Source: an optimization exercise on an open RTL-to-GDS flow (aim: small area, a short achievable clock period and few clock cycles). Production flows keep margins and buffers that such runs may drop.

Setup of exp/umber:
Design minilab_top, start of the top module:
module minilab_top (
  input  logic        CLOCK_50,
  input  logic        KEY,
  input  logic [9:0]  SW,
  output logic        LEDR,
  output logic [6:0]  HEX0,
  output logic [6:0]  HEX1,
  output logic [6:0]  HEX2,
  output logic [6:0]  HEX3,
  output logic [6:0]  HEX4,
  output logic [6:0]  HEX5,
  output logic        mem_read,
  output logic [31:0] mem_address,
  input  logic [63:0] mem_readdata,
  input  logic        mem_readdatavalid,
  input  logic        mem_waitrequest
);
  localparam int RW = 19;
  logic [3:0]  rd_cnt;     
  logic [3:0]  rsp_cnt;    
  logic        row_vld;    
  logic [63:0] b_q;        
  logic        done;
  logic [RW-1:0] res [7];
  assign mem_read    = (rd_cnt != 4'd9);
  assign mem_address = {28'd0, rd_cnt};
  always_ff @(posedge CLOCK_50 or negedge KEY) begin
    if (!KEY) begin
      rd_cnt  <= '0;
      rsp_cnt <= '0;
      row_vld <= 1'b0;
    end else begin
      if (mem_read && !mem_waitrequest) rd_cnt <= rd_cnt + 4'd1;
      if (mem_readdatavalid) rsp_cnt <= rsp_cnt + 4'd1;
      row_vld <= mem_readdatavalid && (rsp_cnt != 4'd0);
    end
  end
  assign done = (rsp_cnt == 4'd9) && !row_vld;
  logic [RW-1:0] dot;
  dot8 u_dot (.clk(CLOCK_50), .a(mem_readdata), .b(b_q), .y(dot));
  always_ff @(posedge CLOCK_50) begin
    if (mem_readdatavalid && rsp_cnt == 4'd0) b_q <= mem_readdata;
    else if (row_vld && rsp_cnt == 4'd9) b_q[RW-1:0] <= dot;
  end
  always_ff @(posedge CLOCK_50) begin
    for (int i = 0; i < 7; i++)
      if (row_vld && rsp_cnt == 4'(i + 2)) res[i] <= dot;
  end
  assign LEDR = done;
  logic [7:0]    oh;
  logic [RW-1:0] sel;
  logic          show;
  row_dec u_dec (.row(SW[3:1]), .oh(oh));
  for (genvar b = 0; b < RW; b++) begin : g_sel
    logic [7:0] col;
    always_comb begin
      for (int r = 0; r < 7; r++) col[r] = res[r][b];
      col[7] = b_q[b];
    end
    sel_bit u_sel (.oh(oh), .col(col), .o(sel[b]));
  end
  assign show = done && SW[0];
  hex_seg u_h0 (.nib(sel[3:0]),           .show(show), .seg(HEX0));
  hex_seg u_h1 (.nib(sel[7:4]),           .show(show), .seg(HEX1));
  hex_seg u_h2 (.nib(sel[11:8]),          .show(show), .seg(HEX2));
  ...
==> module seg_bit, before the edit <==
module seg_bit #(
  parameter logic [15:0] TT = 16'h0
) (
  input  logic [3:0] nib,
  input  logic       show,
  output logic       o
);
  assign o = show ? TT[nib] : 1'b1;
endmodule
==> module hex_seg, before the edit <==
module hex_seg (
  input  logic [3:0] nib,
  input  logic       show,
  output logic [6:0] seg
);
  seg_bit #(.TT(16'h2812)) u_s0 (.nib(nib), .show(show), .o(seg[0]));
  seg_bit #(.TT(16'hd860)) u_s1 (.nib(nib), .show(show), .o(seg[1]));
  seg_bit #(.TT(16'hd004)) u_s2 (.nib(nib), .show(show), .o(seg[2]));
  seg_bit #(.TT(16'h8692)) u_s3 (.nib(nib), .show(show), .o(seg[3]));
  seg_bit #(.TT(16'h02ba)) u_s4 (.nib(nib), .show(show), .o(seg[4]));
  seg_bit #(.TT(16'h208e)) u_s5 (.nib(nib), .show(show), .o(seg[5]));
  seg_bit #(.TT(16'h1083)) u_s6 (.nib(nib), .show(show), .o(seg[6]));
endmodule
export LEC_CHECK = 0
export ABC_CLOCK_PERIOD_IN_PS = 4700
export CAP_MARGIN = 20
export CORE_MARGIN = 2
export CORE_UTILIZATION = 40
export SETUP_SLACK_MARGIN = 3.3
export SLEW_MARGIN = 20
export SYNTH_HIERARCHICAL = 1
create_clock -name core_clock -period 8.0 [get_ports {CLOCK_50}]
run.sh (not shown) runs the stock make flow with config.mk's settings and CLKGATE_MAP_FILE= SYNTH_SCRIPT=/design/flow/synth_recipe.tcl, a recipe that flattens the netlist after the stock synthesis.
The inputs of exp/juniper differ from those of exp/umber as listed below.
--- a/flow/design.v
+++ b/flow/design.v
@@ -1617,33 +1617,39 @@
   output logic co
 );
   assign s  = a ^ b ^ c;
   assign co = (a & b) | (a & c) | (b & c);
 endmodule
 `timescale 1ns/1ps
-module seg_bit #(
-  parameter logic [15:0] TT = 16'h0
-) (
-  input  logic [3:0] nib,
-  input  logic       show,
-  output logic       o
-);
-  assign o = show ? TT[nib] : 1'b1;
-endmodule
 module hex_seg (
   input  logic [3:0] nib,
   input  logic       show,
   output logic [6:0] seg
 );
-  seg_bit #(.TT(16'h2812)) u_s0 (.nib(nib), .show(show), .o(seg[0]));
-  seg_bit #(.TT(16'hd860)) u_s1 (.nib(nib), .show(show), .o(seg[1]));
-  seg_bit #(.TT(16'hd004)) u_s2 (.nib(nib), .show(show), .o(seg[2]));
-  seg_bit #(.TT(16'h8692)) u_s3 (.nib(nib), .show(show), .o(seg[3]));
-  seg_bit #(.TT(16'h02ba)) u_s4 (.nib(nib), .show(show), .o(seg[4]));
-  seg_bit #(.TT(16'h208e)) u_s5 (.nib(nib), .show(show), .o(seg[5]));
-  seg_bit #(.TT(16'h1083)) u_s6 (.nib(nib), .show(show), .o(seg[6]));
+  logic [6:0] s;
+  always_comb begin
+    case (nib)
+      4'h0:    s = 7'b1000000;
+      4'h1:    s = 7'b1111001;
+      4'h2:    s = 7'b0100100;
+      4'h3:    s = 7'b0110000;
+      4'h4:    s = 7'b0011001;
+      4'h5:    s = 7'b0010010;
+      4'h6:    s = 7'b0000010;
+      4'h7:    s = 7'b1111000;
+      4'h8:    s = 7'b0000000;
+      4'h9:    s = 7'b0011000;
+      4'ha:    s = 7'b0001000;
+      4'hb:    s = 7'b0000011;
+      4'hc:    s = 7'b1000110;
+      4'hd:    s = 7'b0100001;
+      4'he:    s = 7'b0000110;
+      default: s = 7'b0001110;
+    endcase
+  end
+  assign seg = show ? s : 7'b1111111;
 endmodule
 module row_dec (
   input  logic [2:0] row,
   output logic [7:0] oh
 );
   always_comb
==> notes.md <==
- Taking exp/umber over exp/juniper, the first-iteration DRC count ratio works out to 1.18.
- exp/juniper against exp/umber: post-synthesis cell type count fell by 5.2%; via count of the first global-routing pass fell by 2.3%.
- Global-route usage for exp/juniper is lower than for exp/umber.
- exp/umber -> exp/juniper: starting density of the core flat
- Taking exp/umber as the reference, in exp/juniper hold slack dropped 10 ps, area share of fa/ha/maj cells after synthesis climbed 0.86 points, pin slew with the least headroom to its limit dropped 39 ps.
- Between exp/juniper and exp/umber, top fanout value on the critical path is lower for exp/umber, exp/juniper comes in above that.
- The post-CTS setup buffer count in exp/juniper sits 1.8% above the value recorded for exp/umber.
No run of this note included a check of the RTL's function; only the layout flow was run.

[what the ideal ports hide]
How much do the figures lean on ideal ports? The routed layouts below were timed once more, with nothing changed but the port constraints.
Step 1: set_driving_cell puts a clkbuf_16 on CLOCK_50 and a buf_2 on each other input, an assumption about the parent block.
Step 2 times the ports against the registers' clock, not the clock port: input delays grow and output delays shrink by t, the midpoint of the rising clock arrivals with the driver on.
Slacks: ideal / step 1 / step 2; pairs: ideal / step 1.
run | shift t [ns] | slack for setup (ns) | hold slack, ns | clock arrival spread, ns | pins driven straight from the clock port
exp/umber | 0.653 | 2.859 / 2.729 / 2.654 | 0.565 / 0.565 / 0.565 | 0.059 / 0.059 | 1
exp/juniper | 0.631 | 2.867 / 2.755 / 2.732 | 0.555 / 0.555 / 0.555 | 0.016 / 0.016 | 1
After both steps setup and hold are still met in every run listed. For exp/umber, which loses most, drivers alone change the setup slack by -0.130 ns; drivers and shift together by -0.205 ns.
